This is an optimization exercise on Yosys and OpenROAD, whose aim is small area, a short achievable clock period and few clock cycles per item, not a production implementation. No functional check of the RTL was part of any run shown here. Power and IR drop assume default switching activity.

`flow/design.v`:
```
package tpu_pkg;
    typedef logic [3:0]  addr_t;
    typedef logic [15:0] word_t;
    typedef enum logic [1:0] {BANK_A, BANK_B, BANK_RESULT, BANK_NONE} bank_sel_t;
endpackage
`timescale 1ns/10ps
module mac_pe (
    input  logic [3:0]  neg,
    input  logic [3:0]  one,
    input  logic [3:0]  two,
    input  logic [7:0]  b,
    input  logic [15:0] acc,
    output logic [15:0] sum
);
    logic [8:0] bx;
    assign bx = {b[7], b};
    logic [8:0] pp0;
    logic [8:0] pp1;
    logic [8:0] pp2;
    logic [8:0] pp3;
    always_comb begin
        for (int t = 0; t < 9; t++) begin
            pp0[t] = ((one[0] & bx[t]) | (two[0] & ((t == 0) ? 1'b0 : bx[t-1]))) ^ neg[0];
        end
        pp0[8] = ~pp0[8];
        for (int t = 0; t < 9; t++) begin
            pp1[t] = ((one[1] & bx[t]) | (two[1] & ((t == 0) ? 1'b0 : bx[t-1]))) ^ neg[1];
        end
        pp1[8] = ~pp1[8];
        for (int t = 0; t < 9; t++) begin
            pp2[t] = ((one[2] & bx[t]) | (two[2] & ((t == 0) ? 1'b0 : bx[t-1]))) ^ neg[2];
        end
        pp2[8] = ~pp2[8];
        for (int t = 0; t < 9; t++) begin
            pp3[t] = ((one[3] & bx[t]) | (two[3] & ((t == 0) ? 1'b0 : bx[t-1]))) ^ neg[3];
        end
        pp3[8] = ~pp3[8];
    end
    logic [23:0] fs, fc;
    logic [11:0] hs, hc;
    assign hs[0] = acc[4] ^ neg[2];
    assign hc[0] = acc[4] & neg[2];
    assign hs[1] = acc[5] ^ pp0[5];
    assign hc[1] = acc[5] & pp0[5];
    assign fs[0] = acc[6] ^ neg[3] ^ pp0[6];
    assign fc[0] = (acc[6] & neg[3]) | (acc[6] & pp0[6]) | (neg[3] & pp0[6]);
    assign hs[2] = pp1[4] ^ pp2[2];
    assign hc[2] = pp1[4] & pp2[2];
    assign fs[1] = acc[7] ^ pp0[7] ^ pp1[5];
    assign fc[1] = (acc[7] & pp0[7]) | (acc[7] & pp1[5]) | (pp0[7] & pp1[5]);
    assign hs[3] = pp2[3] ^ pp3[1];
    assign hc[3] = pp2[3] & pp3[1];
    assign fs[2] = acc[8] ^ pp0[8] ^ pp1[6];
    assign fc[2] = (acc[8] & pp0[8]) | (acc[8] & pp1[6]) | (pp0[8] & pp1[6]);
    assign hs[4] = pp2[4] ^ pp3[2];
    assign hc[4] = pp2[4] & pp3[2];
    assign fs[3] = acc[9] ^ pp1[7] ^ pp2[5];
    assign fc[3] = (acc[9] & pp1[7]) | (acc[9] & pp2[5]) | (pp1[7] & pp2[5]);
    assign hs[5] = acc[10] ^ pp1[8];
    assign hc[5] = acc[10] & pp1[8];
    assign hs[6] = acc[2] ^ neg[1];
    assign hc[6] = acc[2] & neg[1];
    assign hs[7] = acc[3] ^ pp0[3];
    assign hc[7] = acc[3] & pp0[3];
    assign fs[4] = hs[0] ^ pp0[4] ^ pp1[2];
    assign fc[4] = (hs[0] & pp0[4]) | (hs[0] & pp1[2]) | (pp0[4] & pp1[2]);
    assign fs[5] = hc[0] ^ pp1[3] ^ pp2[1];
    assign fc[5] = (hc[0] & pp1[3]) | (hc[0] & pp2[1]) | (pp1[3] & pp2[1]);
    assign fs[6] = pp3[0] ^ hc[1] ^ hs[2];
    assign fc[6] = (pp3[0] & hc[1]) | (pp3[0] & hs[2]) | (hc[1] & hs[2]);
    assign fs[7] = hc[2] ^ hs[3] ^ fc[0];
    assign fc[7] = (hc[2] & hs[3]) | (hc[2] & fc[0]) | (hs[3] & fc[0]);
    assign fs[8] = hc[3] ^ hs[4] ^ fc[1];
    assign fc[8] = (hc[3] & hs[4]) | (hc[3] & fc[1]) | (hs[4] & fc[1]);
    assign fs[9] = pp3[3] ^ hc[4] ^ fc[2];
    assign fc[9] = (pp3[3] & hc[4]) | (pp3[3] & fc[2]) | (hc[4] & fc[2]);
    assign fs[10] = pp2[6] ^ pp3[4] ^ hs[5];
    assign fc[10] = (pp2[6] & pp3[4]) | (pp2[6] & hs[5]) | (pp3[4] & hs[5]);
    assign fs[11] = acc[11] ^ pp2[7] ^ pp3[5];
    assign fc[11] = (acc[11] & pp2[7]) | (acc[11] & pp3[5]) | (pp2[7] & pp3[5]);
    assign hs[8] = acc[12] ^ pp2[8];
    assign hc[8] = acc[12] & pp2[8];
    assign hs[9] = acc[0] ^ neg[0];
    assign hc[9] = acc[0] & neg[0];
    assign hs[10] = acc[1] ^ pp0[1];
    assign hc[10] = acc[1] & pp0[1];
    assign fs[12] = hs[6] ^ pp0[2] ^ pp1[0];
    assign fc[12] = (hs[6] & pp0[2]) | (hs[6] & pp1[0]) | (pp0[2] & pp1[0]);
    assign fs[13] = hc[6] ^ pp1[1] ^ hs[7];
    assign fc[13] = (hc[6] & pp1[1]) | (hc[6] & hs[7]) | (pp1[1] & hs[7]);
    assign fs[14] = pp2[0] ^ hc[7] ^ fs[4];
    assign fc[14] = (pp2[0] & hc[7]) | (pp2[0] & fs[4]) | (hc[7] & fs[4]);
    assign fs[15] = hs[1] ^ fc[4] ^ fs[5];
    assign fc[15] = (hs[1] & fc[4]) | (hs[1] & fs[5]) | (fc[4] & fs[5]);
    assign fs[16] = fc[5] ^ fs[0] ^ fs[6];
    assign fc[16] = (fc[5] & fs[0]) | (fc[5] & fs[6]) | (fs[0] & fs[6]);
    assign fs[17] = fs[1] ^ fc[6] ^ fs[7];
    assign fc[17] = (fs[1] & fc[6]) | (fs[1] & fs[7]) | (fc[6] & fs[7]);
    assign fs[18] = fs[2] ^ fc[7] ^ fs[8];
    assign fc[18] = (fs[2] & fc[7]) | (fs[2] & fs[8]) | (fc[7] & fs[8]);
    assign fs[19] = fs[3] ^ fc[8] ^ fs[9];
    assign fc[19] = (fs[3] & fc[8]) | (fs[3] & fs[9]) | (fc[8] & fs[9]);
    assign fs[20] = fc[3] ^ fs[10] ^ fc[9];
    assign fc[20] = (fc[3] & fs[10]) | (fc[3] & fc[9]) | (fs[10] & fc[9]);
    assign fs[21] = hc[5] ^ fs[11] ^ fc[10];
    assign fc[21] = (hc[5] & fs[11]) | (hc[5] & fc[10]) | (fs[11] & fc[10]);
    assign fs[22] = pp3[6] ^ hs[8] ^ fc[11];
    assign fc[22] = (pp3[6] & hs[8]) | (pp3[6] & fc[11]) | (hs[8] & fc[11]);
    assign fs[23] = acc[13] ^ pp3[7] ^ hc[8];
    assign fc[23] = (acc[13] & pp3[7]) | (acc[13] & hc[8]) | (pp3[7] & hc[8]);
    assign hs[11] = acc[14] ^ pp3[8];
    assign hc[11] = acc[14] & pp3[8];
    logic [15:0] row_a, row_b;
    assign row_a = {acc[15], fc[23], fc[22], fc[21], fc[20], fc[19], fc[18], fc[17], fc[16], fc[15], fc[14], fc[13], fc[12], hc[10], hc[9], pp0[0]};
    assign row_b = {hc[11], hs[11], fs[23], fs[22], fs[21], fs[20], fs[19], fs[18], fs[17], fs[16], fs[15], fs[14], fs[13], fs[12], hs[10], hs[9]};
    logic [15:0] g0, p0, gc;
    assign g0 = row_a & row_b;
    assign p0 = row_a ^ row_b;
    always_comb begin
        logic [15:0] g, p;
        g = g0;
        p = p0;
        for (int d = 1; d < 16; d = d * 2) begin
            for (int i = 2*d - 1; i < 16; i += 2*d) begin
                g[i] = g[i] | (p[i] & g[i-d]);
                p[i] = p[i] & p[i-d];
            end
        end
        for (int d = 4; d >= 1; d = d / 2) begin
            for (int i = 3*d - 1; i < 16; i += 2*d) begin
                g[i] = g[i] | (p[i] & g[i-d]);
                p[i] = p[i] & p[i-d];
            end
        end
        gc = g;
    end
    assign sum = p0 ^ {gc[14:0], 1'b0};
endmodule
`timescale 1ns/10ps
module tpu_top (
    input  logic               clk,
    input  logic               rst_n,
    input  logic               start_valid,
    input  logic               host_we,
    input  tpu_pkg::bank_sel_t host_bank,
    input  tpu_pkg::addr_t     host_addr,
    input  tpu_pkg::word_t     host_wdata,
    output logic               start_ready,
    output logic               busy,
    output logic               done,
    output tpu_pkg::word_t     host_rdata
);
    logic [7:0]  bank_a [16];
    logic [7:0]  bank_b [16];
    logic [15:0] bank_c [16];
    logic [3:0]  fidx;
    logic [3:0]  step;
    logic        calc;
    logic        done_r;
    always_ff @(posedge clk or negedge rst_n) begin
        if (!rst_n) begin
            busy   <= 1'b0;
            calc   <= 1'b0;
            done_r <= 1'b0;
            step   <= '0;
            fidx   <= '0;
        end else begin
            done_r <= wr_row && (wr_idx == 2'd3);
            if (!busy) begin
                if (start_valid) begin
                    busy <= 1'b1;
                    calc <= 1'b1;
                    fidx <= 4'd1;
                end
            end else begin
                if (calc) step <= step + 4'd1;
                if (fidx != 4'd0) fidx <= fidx + 4'd1;
                if (calc && step == 4'd15) calc <= 1'b0;
                if (done_r) busy <= 1'b0;
            end
        end
    end
    assign start_ready = ~busy;
    assign done        = done_r;
    logic host_wr;
    assign host_wr = host_we && !busy;
    logic [7:0]  fa_a;
    logic [3:0]  op_neg, op_one, op_two;
    logic [7:0]  op_b [4];
    logic [1:0]  fk;
    assign fk = fidx[1:0];
    assign fa_a = (host_wr && host_bank == tpu_pkg::BANK_A && host_addr == 4'd0) ?
                  host_wdata[7:0] : bank_a[fidx];
    always_ff @(posedge clk) begin
        for (int r = 0; r < 4; r++) begin
            logic hi, mid, lo;
            hi  = fa_a[2*r+1];
            mid = fa_a[2*r];
            lo  = (r == 0) ? 1'b0 : fa_a[2*r-1];
            op_neg[r] <= hi;
            op_one[r] <= mid ^ lo;
            op_two[r] <= (hi & ~mid & ~lo) | (~hi & mid & lo);
        end
        for (int j = 0; j < 4; j++) begin
            if (host_wr && host_bank == tpu_pkg::BANK_B && host_addr == 4'(j))
                op_b[j] <= host_wdata[7:0];
            else
                op_b[j] <= bank_b[{fk, 2'(j)}];
        end
    end
    logic [15:0] acc [4];
    logic [15:0] sum [4];
    logic        first, last;
    logic [15:0] acc_in [4];
    assign first = (step[1:0] == 2'd0);
    assign last  = (step[1:0] == 2'd3);
    localparam logic [15:0] ACC_INIT = 16'hAC00;
    for (genvar j = 0; j < 4; j++) begin : g_mac
        mac_pe mac_inst (
            .neg (op_neg),
            .one (op_one),
            .two (op_two),
            .b   (op_b[j]),
            .acc (acc_in[j]),
            .sum (sum[j])
        );
    end
    always_comb begin
        for (int j = 0; j < 4; j++) acc_in[j] = first ? ACC_INIT : acc[j];
    end
    always_ff @(posedge clk) begin
        for (int j = 0; j < 4; j++) acc[j] <= sum[j];
    end
    logic       wr_row;
    logic [1:0] wr_idx;
    always_ff @(posedge clk or negedge rst_n) begin
        if (!rst_n) begin
            wr_row <= 1'b0;
            wr_idx <= '0;
        end else begin
            wr_row <= calc && last;
            wr_idx <= step[3:2];
        end
    end
    logic [15:0] c_wdata [4];
    logic [15:0] c_we;
    always_comb begin
        for (int j = 0; j < 4; j++) c_wdata[j] = busy ? acc[j] : host_wdata;
        for (int w = 0; w < 16; w++) begin
            c_we[w] = (host_wr && host_bank == tpu_pkg::BANK_RESULT && host_addr == 4'(w)) ||
                      (wr_row && wr_idx == 2'(w / 4));
        end
    end
    always_ff @(posedge clk or negedge rst_n) begin
        if (!rst_n) begin
            for (int w = 0; w < 16; w++) begin
                bank_a[w] <= '0;
                bank_b[w] <= '0;
                bank_c[w] <= '0;
            end
        end else begin
            for (int w = 0; w < 16; w++) begin
                if (host_wr && host_bank == tpu_pkg::BANK_A && host_addr == 4'(w))
                    bank_a[w] <= host_wdata[7:0];
                if (host_wr && host_bank == tpu_pkg::BANK_B && host_addr == 4'(w))
                    bank_b[w] <= host_wdata[7:0];
                if (c_we[w])
                    bank_c[w] <= c_wdata[w % 4];
            end
        end
    end
    always_comb begin
        case (host_bank)
            tpu_pkg::BANK_A:      host_rdata = {{8{bank_a[host_addr][7]}}, bank_a[host_addr]};
            tpu_pkg::BANK_B:      host_rdata = {{8{bank_b[host_addr][7]}}, bank_b[host_addr]};
            tpu_pkg::BANK_RESULT: host_rdata = bank_c[host_addr];
            default:              host_rdata = '0;
        endcase
    end
endmodule
```
`flow/constraint.sdc`:
```
create_clock -name core_clock -period 7.5 [get_ports {clk}]
set_input_delay 1.5000 -clock core_clock [delete_from_list [all_inputs] [get_ports {clk}]]
set_output_delay 1.5000 -clock core_clock [all_outputs]
set_load 0.01 [all_outputs]
```
`flow/flow/run.sh`:
```
#!/bin/bash
# The standard layout (the standard.sh, synthesis included, unchanged),
# except that the port buffers are buf_4 cells: the default pick is a slow
# delay cell that repair_timing cannot swap out (footprint matching), and it
# sits on the host_addr -> host_rdata read path. Make's full output goes to
# flow_make.log here; each ORFS step also keeps its own log under orfs/logs.
set -euo pipefail
bash standard.sh BUFFER_PORTS_ARGS="-buffer_cell sky130_fd_sc_hd__buf_4" finish > flow_make.log 2>&1
```
`flow/config.mk`:
```
export PLATFORM = sky130hd
export DESIGN_NAME = tpu_top
export DESIGN_NICKNAME = tpu_top
export VERILOG_FILES = /design/flow/design.v
export SDC_FILE = /design/flow/constraint.sdc
export NUM_CORES = 4
export LEC_CHECK = 0
export ABC_AREA = 1
export CAP_MARGIN = 20
export CORE_MARGIN = 2
export CORE_UTILIZATION = 50
export CTS_BUF_LIST = sky130_fd_sc_hd__clkbuf_16
export CTS_CLUSTER_DIAMETER = 120
export CTS_CLUSTER_SIZE = 22
export SETUP_SLACK_MARGIN = 3.0
export SLEW_MARGIN = 20
export TNS_END_PERCENT = 0
```
`flow/standard.sh`:
```
#!/bin/bash
# synth_recipe.tcl (not shown) runs the flow's synth.tcl, then flattens the netlist and writes it again
# the make line also repeats each setting of config.mk as NAME=value (left out here)
make -C /OpenROAD-flow-scripts/flow DESIGN_CONFIG=/design/flow/config.mk WORK_HOME=/design/flow/orfs CLKGATE_MAP_FILE= SYNTH_SCRIPT=/design/flow/synth_recipe.tcl "${@:-finish}"
```
==> results of run 1 <==
what timing repair did:
item                       CTS  global route
hold buffers                 0             0
pin swaps                   34            21
cloned                       9             1
gates resized for setup    195            50
buffers inserted            64            14
setup endpoints to repair   48            31
power groups by stage:
stage	Combinational (mW)	Clock (mW)	Sequential [mW]
final	0.749	2.12	3.51
after detailed placement	0.660	0	3.58
after global placement	0.653	0	3.58
after floorplan	0.339	0	3.56
after CTS	0.730	2.14	3.51
after global routing	0.803	2.26	3.52
cells in the final DEF, fill, tap and decap left out, drive strengths merged, types with 128 or more instances in the layout:
cell type,count
buf,186
dfrtp,526
fa,128
inv,591
nand2,1130
nand3,143
nor2,276
o21ai,581
o22ai,228
xor2,161
cells in the mapped netlist, drive strengths merged, types with 4 or more instances:
master,instances
a211oi,5
a21o,4
a21oi,46
a221oi,24
a22o,5
a31oi,17
buf,109
clkbuf,124
dfrtp,526
dfxtp,108
fa,128
ha,107
inv,586
mux2,57
nand2,1130
nand3,142
nand4,67
nor2,276
nor3,5
o2111ai,10
o211ai,7
o21ai,581
o21bai,15
o22ai,228
xnor2,21
xor2,161
critical path, stage by stage:
cell        delay, ps
buf_12            120
nor2_4             50
buf_12            130
nand2_4           100
clkinvlp_4        160
buf_4             180
buf_12            120
nand2_1            90
o2111ai_1         150
nor2_1            120
nand2_1            70
nand3_2           150
nand3_2           180
buf_6             170
per-stage QoR:
step	std cells	hold WS, ps	utilization	instance area [µm²]	total power [mW]
2_1_floorplan	4492	354	-	36500	3.90
3_3_place_gp	5324	359	0.518	37600	4.23
3_5_place_dp	5324	376	0.518	37600	4.24
4_1_cts	5449	398	0.555	40300	6.38
5_1_grt	5464	422	0.559	40600	6.58
6_report	5464	399	0.559	40600	6.38
sequential cells by signal, indices dropped and copies added, names as in the netlist, 2 cells and up:
| register | flops |
|---|---|
| op_two | 4 |
| acc | 64 |
| step | 4 |
| op_neg | 4 |
| bank_a | 128 |
| wr_idx | 2 |
| op_b | 32 |
| fidx | 4 |
| bank_b | 128 |
| bank_c | 256 |
| op_one | 4 |
final cells by class:
class                   count  area (µm²)
multi-input cells        3040       18600
repair inverters            1        8.76
well taps                 959        1200
repair buffers            192        2170
clock buffers              36         901
inverters                 586        2330
clock inverters            16        97.6
fillers                  6784       32000
flip-flops and latches    634       15300
path summary, 6_finish.rpt:
| path | depth (start not counted) | slack, ps | start | end |
|---|---|---|---|---|
| max | 14 | 2700 | host_addr[3] | host_rdata[1] |
| min | 0 | 400 | step[2] | wr_idx[0] |
| max reg2reg | 22 | 2940 | step[1] | acc[1][15] |
| min reg2reg | 0 | 400 | step[2] | wr_idx[0] |
| max in group asynchronous | 2 | 5150 | rst_n | bank_b[4][4] |
| min in group asynchronous | 1 | 890 | rst_n | bank_c[7][11] |
cell families after synthesis:
kind of cell	after synthesis	synth area share
muxes	57	0.0176
adders and majority gates	235	0.107
AOI/OAI and AO/OA	943	0.144
and+or+nand+nor	1622	0.180
xor gates and xnor gates	182	0.0437
DFF	634	0.420
buffers and inverters	819	0.0877
metal layers:
metal | vias up | track usage | part of all wire | routed length (µm)
met5 | - | 0 | 0.00048 | 64
met4 | 10 | 0.178 | 0.058 | 7750
met3 | 367 | 0.0645 | 0.096 | 12800
met2 | 1749 | 0.542 | 0.43 | 58100
met1 | 15592 | 0.492 | 0.41 | 55000
li1 | 14528 | - | - | -
==> results.yml, run 1 <==
place:
  place_ws_ps: 1810
  routabilityCongestion: 1.00
  dpl.hpwl_um: 88500
  port_buffers: 44
floorplanning:
  fp.dieW_um: 274
  core_area_mm2: 0.0726
  io_pins: 45
  die_area_mm2: 0.0752
  start_util: 0.503
  num_rows: 99
  die_h_um: 274
min_path:
  hold_path_class: "register to register"
sta:
  grt_setup_unrepaired: "yes"
  period_needed_ps: 4800
  clock_skew_ps: 30.8
  worst_slew_pin_slew_ps: 1230
  finalWorstSetupSlack_ps: 2700
  setup_tns_ps: 0
  slew_violations: 0
  period_share: 0.640
  slew_headroom: 0.172
  max_freq_mhz: 208
  hold_viol: 0
  finalSetupViolCount: 0
clocking:
  cts_tree: "done"
  root_buffer: "clkbuf_16"
  cts_buffer_depth: 3
  cts_buffers: 35
  htree_levels: 2
  cts.sinks: 634
  clkLatencyLatePin_ps: 610
  clk_pin_slew_ps: 90
layout:
  area_growth_pct: 11.2
  num-nets-final: 4751
  antenna_cells: 0
  drive_gt1_frac: 0.0994
synth:
  synthFlopType: "dfrtp_1"
  syn_area_mm2: 0.0365
  ys_seq_area_frac: 0.420
  ys_types: 44
  synth_top_area_cell: "dfrtp_1"
  syn_avg_cell_area_um2: 8.13
  yosys-top-cells-area: "dfrtp_1, nand2_1, o21ai_0"
  synth_edf_count: 0
  ys_seq_elements: 634
  syn_nets: 4753
  synth_top_area_share: 0.361
  synthArstFlopShare: 0.830
  syn_inst: 4492
  yosys_warnings: 17
setup_path:
  startpoint_type: "input pin"
  cp_max_fo: 6
  required_ps: 6000
  criticalPathCategory: "input pin to output port"
  critPathCaptureType: "output port"
  worstPathArrival_ps: 3300
detailed_routing:
  drtIter0Drc: 3755
  dr.pass1.iters: 10
  drc: 0
  wl_per_cell_um: 24.5
  ant_nets: 0
  routed_wl_um: 134000
  vias_per_cell: 5.90
  num_vias: 32246
status:
  status: "no timing/DRC/antenna violations"
global_routing:
  grt_pass1_vias: 30503
  grt_max_degree: 171
  track_usage: 0.357
  grt_pass1_wl_um: 199000
  grt_overflow: 0
  antenna_found_initial: 7
power:
  cellLeakagePower_nw: 19.4
  power_frac_comb: 0.117
  clockPowerShare: 0.333
  p_sw_mw: 1.80
  switching_share: 0.282
  p_int_mw: 4.58
  irDropWorstVdd_mv: 0.223
  p_seq_frac: 0.550
  p_per_area_mw_per_mm2: 157
flow_run:
  drv_cap: 0
==> inputs of run 2 (changes only) <==
--- a/flow/design.v
+++ b/flow/design.v
@@ -113,28 +113,7 @@
     logic [15:0] row_a, row_b;
     assign row_a = {acc[15], fc[23], fc[22], fc[21], fc[20], fc[19], fc[18], fc[17], fc[16], fc[15], fc[14], fc[13], fc[12], hc[10], hc[9], pp0[0]};
     assign row_b = {hc[11], hs[11], fs[23], fs[22], fs[21], fs[20], fs[19], fs[18], fs[17], fs[16], fs[15], fs[14], fs[13], fs[12], hs[10], hs[9]};
-    logic [15:0] g0, p0, gc;
-    assign g0 = row_a & row_b;
-    assign p0 = row_a ^ row_b;
-    always_comb begin
-        logic [15:0] g, p;
-        g = g0;
-        p = p0;
-        for (int d = 1; d < 16; d = d * 2) begin
-            for (int i = 2*d - 1; i < 16; i += 2*d) begin
-                g[i] = g[i] | (p[i] & g[i-d]);
-                p[i] = p[i] & p[i-d];
-            end
-        end
-        for (int d = 4; d >= 1; d = d / 2) begin
-            for (int i = 3*d - 1; i < 16; i += 2*d) begin
-                g[i] = g[i] | (p[i] & g[i-d]);
-                p[i] = p[i] & p[i-d];
-            end
-        end
-        gc = g;
-    end
-    assign sum = p0 ^ {gc[14:0], 1'b0};
+    assign sum = row_a + row_b;
 endmodule
 `timescale 1ns/10ps
 module tpu_top (
@@ -157,6 +136,14 @@
     logic [3:0]  step;
     logic        calc;
     logic        done_r;
+    logic        pv;
+    logic        host_wr;
+    logic        hit0;
+    logic        quick;
+    assign host_wr = host_we && !busy;
+    assign hit0  = host_wr && ((host_bank == tpu_pkg::BANK_A && host_addr == 4'd0) ||
+                               (host_bank == tpu_pkg::BANK_B && host_addr[3:2] == 2'd0));
+    assign quick = !busy && start_valid && pv && !hit0;
     always_ff @(posedge clk or negedge rst_n) begin
         if (!rst_n) begin
             busy   <= 1'b0;
@@ -164,13 +151,16 @@
             done_r <= 1'b0;
             step   <= '0;
             fidx   <= '0;
+            pv     <= 1'b0;
         end else begin
-            done_r <= wr_row && (wr_idx == 2'd3);
+            pv     <= 1'b1;
+            done_r <= calc && (step == 4'd15);
             if (!busy) begin
                 if (start_valid) begin
                     busy <= 1'b1;
                     calc <= 1'b1;
-                    fidx <= 4'd1;
+                    step <= quick ? 4'd1 : 4'd0;
+                    fidx <= quick ? 4'd2 : 4'd1;
                 end
             end else begin
                 if (calc) step <= step + 4'd1;
@@ -182,15 +172,24 @@
     end
     assign start_ready = ~busy;
     assign done        = done_r;
-    logic host_wr;
-    assign host_wr = host_we && !busy;
     logic [7:0]  fa_a;
+    logic [7:0]  fb [4];
     logic [3:0]  op_neg, op_one, op_two;
     logic [7:0]  op_b [4];
-    logic [1:0]  fk;
-    assign fk = fidx[1:0];
-    assign fa_a = (host_wr && host_bank == tpu_pkg::BANK_A && host_addr == 4'd0) ?
-                  host_wdata[7:0] : bank_a[fidx];
+    logic [3:0]  feff;
+    assign feff = busy ? fidx : {3'b000, quick};
+    always_comb begin
+        if (host_wr && host_bank == tpu_pkg::BANK_A && host_addr == feff)
+            fa_a = host_wdata[7:0];
+        else
+            fa_a = bank_a[feff];
+        for (int j = 0; j < 4; j++) begin
+            if (host_wr && host_bank == tpu_pkg::BANK_B && host_addr == {feff[1:0], 2'(j)})
+                fb[j] = host_wdata[7:0];
+            else
+                fb[j] = bank_b[{feff[1:0], 2'(j)}];
+        end
+    end
     always_ff @(posedge clk) begin
         for (int r = 0; r < 4; r++) begin
             logic hi, mid, lo;
@@ -201,17 +200,12 @@
             op_one[r] <= mid ^ lo;
             op_two[r] <= (hi & ~mid & ~lo) | (~hi & mid & lo);
         end
-        for (int j = 0; j < 4; j++) begin
-            if (host_wr && host_bank == tpu_pkg::BANK_B && host_addr == 4'(j))
-                op_b[j] <= host_wdata[7:0];
-            else
-                op_b[j] <= bank_b[{fk, 2'(j)}];
-        end
+        for (int j = 0; j < 4; j++) op_b[j] <= fb[j];
     end
     logic [15:0] acc [4];
+    logic [15:0] acc_in [4];
     logic [15:0] sum [4];
     logic        first, last;
-    logic [15:0] acc_in [4];
     assign first = (step[1:0] == 2'd0);
     assign last  = (step[1:0] == 2'd3);
     localparam logic [15:0] ACC_INIT = 16'hAC00;
@@ -231,24 +225,13 @@
     always_ff @(posedge clk) begin
         for (int j = 0; j < 4; j++) acc[j] <= sum[j];
     end
-    logic       wr_row;
-    logic [1:0] wr_idx;
-    always_ff @(posedge clk or negedge rst_n) begin
-        if (!rst_n) begin
-            wr_row <= 1'b0;
-            wr_idx <= '0;
-        end else begin
-            wr_row <= calc && last;
-            wr_idx <= step[3:2];
-        end
-    end
     logic [15:0] c_wdata [4];
     logic [15:0] c_we;
     always_comb begin
-        for (int j = 0; j < 4; j++) c_wdata[j] = busy ? acc[j] : host_wdata;
+        for (int j = 0; j < 4; j++) c_wdata[j] = busy ? sum[j] : host_wdata;
         for (int w = 0; w < 16; w++) begin
             c_we[w] = (host_wr && host_bank == tpu_pkg::BANK_RESULT && host_addr == 4'(w)) ||
-                      (wr_row && wr_idx == 2'(w / 4));
+                      (calc && last && step[3:2] == 2'(w / 4));
         end
     end
     always_ff @(posedge clk or negedge rst_n) begin
@@ -256,7 +239,6 @@
             for (int w = 0; w < 16; w++) begin
                 bank_a[w] <= '0;
                 bank_b[w] <= '0;
-                bank_c[w] <= '0;
             end
         end else begin
             for (int w = 0; w < 16; w++) begin
@@ -264,10 +246,25 @@
                     bank_a[w] <= host_wdata[7:0];
                 if (host_wr && host_bank == tpu_pkg::BANK_B && host_addr == 4'(w))
                     bank_b[w] <= host_wdata[7:0];
-                if (c_we[w])
-                    bank_c[w] <= c_wdata[w % 4];
             end
         end
+    end
+    logic [15:0] c_val;
+    logic [15:0] c_data [16];
+    always_ff @(posedge clk or negedge rst_n) begin
+        if (!rst_n) begin
+            c_val <= '0;
+        end else begin
+            c_val <= c_val | c_we;
+        end
+    end
+    always_ff @(posedge clk) begin
+        for (int w = 0; w < 16; w++) begin
+            if (c_we[w]) c_data[w] <= c_wdata[w % 4];
+        end
+    end
+    always_comb begin
+        for (int w = 0; w < 16; w++) bank_c[w] = c_val[w] ? c_data[w] : 16'd0;
     end
     always_comb begin
         case (host_bank)
--- a/flow/config.mk
+++ b/flow/config.mk
@@ -12,6 +12,6 @@
 export CTS_BUF_LIST = sky130_fd_sc_hd__clkbuf_16
 export CTS_CLUSTER_DIAMETER = 120
 export CTS_CLUSTER_SIZE = 22
-export SETUP_SLACK_MARGIN = 3.0
+export SETUP_SLACK_MARGIN = 2.8
 export SLEW_MARGIN = 20
 export TNS_END_PERCENT = 0
==> run 2 against run 1 <==
Net effect:
- hold slack better by 77 ps
- first-iteration DRC count up 1.4%
- combinational power rose to 17 times the previous value
- setup slack worse by 250 ps
- highest routed layer unchanged
==> results.yml, run 2 <==
synth:
  syn_nets: 4266
  syn_area_mm2: 0.0358
  yosys_warnings: 21
  synth_edf_count: 256
  synth_fa_ha_area_frac: 0.0952
  synth_top_area_cell: "edfxtp_1"
  ys_seq_elements: 648
  synth_top_area_share: 0.215
  synth_top_family_by_area: "simple AND/OR/NAND/NOR gates"
  syn_inst: 4028
  muxShareOfSynthArea: 0
  syn_avg_cell_area_um2: 8.88
  yosysMostFrequentCell: "nand2_1"
  ys_seq_area_frac: 0.474
  synthFlopType: "dfrtp_1"
  ys_types: 56
  synth-xor-area-share: 0.0507
  ys_top_cells_by_count: "nand2_1, inv_1, o21ai_0"
  synthArstFlopShare: 0.438
  synth_compound_area_frac: 0.136
  synthSimpleGateAreaFrac: 0.171
  yosys-top-cells-area: "edfxtp_1, dfrtp_1, nand2_1"
layout:
  drive_gt1_frac: 0.112
  layout_common_cells: "nand2_1, inv_1, o21ai_0"
  top_regs: "c_data x256, bank_a x128, bank_b x128"
  top_register: "c_data"
  final_area_mm2: 0.0399
  layout_commonest_cell: "nand2_1"
  largest_register_ffs: 256
  final-instance-count-excl-fill: 5073
  fin_util: 0.562
  area_growth_pct: 11.7
  num-nets-final: 4336
floorplanning:
  io_pins: 45
  core_area_mm2: 0.0711
  fp.dieW_um: 271
  die_area_mm2: 0.0737
  die_h_um: 271
  num_rows: 98
  start_util: 0.503
clocking:
  cts_buffer_depth: 3
  cts.sinks: 648
  holdBufCountCts: 0
  clkLatencyLatePin_ps: 620
  root_buffer: "clkbuf_16"
  htree_levels: 2
  cts_buffers: 35
  clk_pin_slew_ps: 90
  cts_tree: "done"
power:
  switching_share: 0.512
  p_total_mw: 21.2
  clockPowerShare: 0.100
  p_sw_mw: 10.8
  p_seq_frac: 0.299
  irDropWorstVdd_mv: 0.797
  cellLeakagePower_nw: 17.6
  p_per_area_mw_per_mm2: 531
  p_int_mw: 10.4
  power_frac_comb: 0.601
detailed_routing:
  drc: 0
  num_vias: 30514
  wl_per_cell_um: 27.0
  vias_per_cell: 6.01
  drtIter0Drc: 3809
  routed_wl_um: 137000
  ant_nets: 0
  dr.pass1.iters: 8
place:
  dpl.hpwl_um: 96000
  routabilityCongestion: 1.04
  placed_cell_area_mm2: 0.0371
  dpl.cell_count: 4910
  port_buffers: 44
sta:
  slew_violations: 0
  clock_skew_ps: 34.6
  period_share: 0.673
  hold_viol: 0
  grt_setup_unrepaired: "yes"
  max_freq_mhz: 198
  finalSetupViolCount: 0
  worst_slew_pin_slew_ps: 1050
  slew_headroom: 0.292
  period_needed_ps: 5050
  setup_tns_ps: 0
setup_path:
  r2r-end: "c_data[5][13]"
  startpoint_type: "input pin"
  regToRegStartpoint: "op_neg[1]"
  r2r_slack_ps: 2660
  required_ps: 6000
  cp_max_fo: 6
  reg2reg_depth: 19
  critPathCaptureType: "output port"
  worstPathArrival_ps: 3550
  criticalPathCategory: "input pin to output port"
min_path:
  hold_end: "c_val[4]"
  hold_path_depth: 1
  min-delay-start: "c_val[4]"
  hold_path_class: "register to register"
global_routing:
  grt_overflow: 0
  grt_pass1_vias: 29026
  grt_pass1_wl_um: 200000
  grt_max_degree: 97
  track_usage: 0.370
  antenna_found_initial: 5
status:
  status: "no timing/DRC/antenna violations"
flow_run:
  drv_cap: 0
run 2: cell count changes in the layout (fill, tap and decap cells not counted), sizes merged, moves of 23 or more:
cell and delta:
o22ai -95, edfxtp +256, a21oi +47, mux2 -57, nand2 -167, or2 +23
dfrtp -242, a221oi +65, nand3 -36, fa -28, xor2 +26, inv -95
buf +26, o21ai -181
run 2: logic make-up after synthesis:
| kind of cell | after synthesis |
|---|---|
| simple gates | 1476 |
| compound gates | 808 |
| buf+inv | 676 |
| flops | 648 |
| fa+ha+maj | 212 |
| xor+xnor | 207 |
| other cells | 1 |
run 2: what timing repair did:
item	CTS	global route
endpoints found under the hold margin	0	0
pin swaps	33	24
setup buffers	94	6
setup endpoints to repair	157	179
gates cloned	1	0
resized for setup	191	52
run 2: area by class of cell:
| type | count | area [µm²] |
|---|---|---|
| antenna | 1 | 2.50 |
| clock buffer | 35 | 876 |
| clock inverter | 26 | 150 |
| fill | 6585 | 31200 |
| inverter | 497 | 2000 |
| multi-input combinational | 2704 | 16900 |
| sequential | 648 | 17000 |
| tap | 950 | 1190 |
| timing repair buffer | 212 | 1880 |
run 2: per-stage QoR:
stage | worst slack (ps) | hold WS, ps
after global placement | 1330 | 451
after CTS | 2570 | 478
after floorplan | 3010 | 440
final | 2450 | 476
after global routing | 2440 | 495
after detailed placement | 1200 | 453
run 2: worst max path at each step:
stage	start	endpoint	slack, ps	depth (start not counted)
finish	host_addr[2]	host_rdata[2]	2450	14
floorplan	step[0]	c_data[11][13]	3010	21
CTS	host_addr[0]	host_rdata[6]	2570	12
global route	host_addr[2]	host_rdata[5]	2440	14
detailed placement	host_addr[2]	host_rdata[9]	1200	12
global placement	host_addr[2]	host_rdata[9]	1330	12
run 2: critical path, stage by stage:
cell and delay (ps):
buf_12 110, inv_12 50, nand2_8 90, nor2_4 40, buf_8 140, nand2_4 70, clkinvlp_4 240, buf_6 210
buf_6 120, a221oi_4 240, nand4_1 130, nand3_2 150, o211ai_1 230, buf_4 220
run 2: power by group through the flow:
stage               sequential (mW)  combinational, mW  clock, mW
global route                   6.40               13.9       2.25
global placement               6.38               12.3          0
floorplan                      6.22               7.64          0
CTS                            6.32               12.5       2.15
detailed placement             6.38               12.3          0
finish                         6.34               12.7       2.13
run 2: layer usage:
layer | up-vias | routed length [µm] | GRT usage
li1 | 13571 | - | -
met1 | 14801 | 55800 | 0.510
met2 | 1730 | 60100 | 0.568
met3 | 406 | 12200 | 0.0571
met4 | 6 | 8760 | 0.188
met5 | - | 34 | 0

-- afterwards: timing with drivers on the ports --
The results above use ideal ports. As a check the final layouts listed here were re-extracted and re-timed, cells and wires unchanged.
Step 1 sets driving cells, clkbuf_16 on the clock port and buf_2 on the other inputs (assumed; they add their load-dependent delay and slew).
Step 2 also shifts input and output timing later by t, the mid clock arrival at the registers, as if the neighbouring blocks saw the same clock.
Slacks: no drivers / after step 1 / after step 2; pairs: no drivers / after step 1.
| run | t, ns | slack for setup (ns) | hold slack, ns |
|---|---|---|---|
| run 1 | 0.658 | 2.702 / 2.615 / 2.615 | 0.399 / 0.399 / 0.399 |
| run 2 | 0.685 | 2.451 / 2.383 / 1.807 | 0.476 / 0.476 / 0.476 |
After both steps every run listed still meets setup and hold. The setup slack of run 2, which loses most, moves by -0.068 ns with the drivers and by -0.644 ns with both steps.
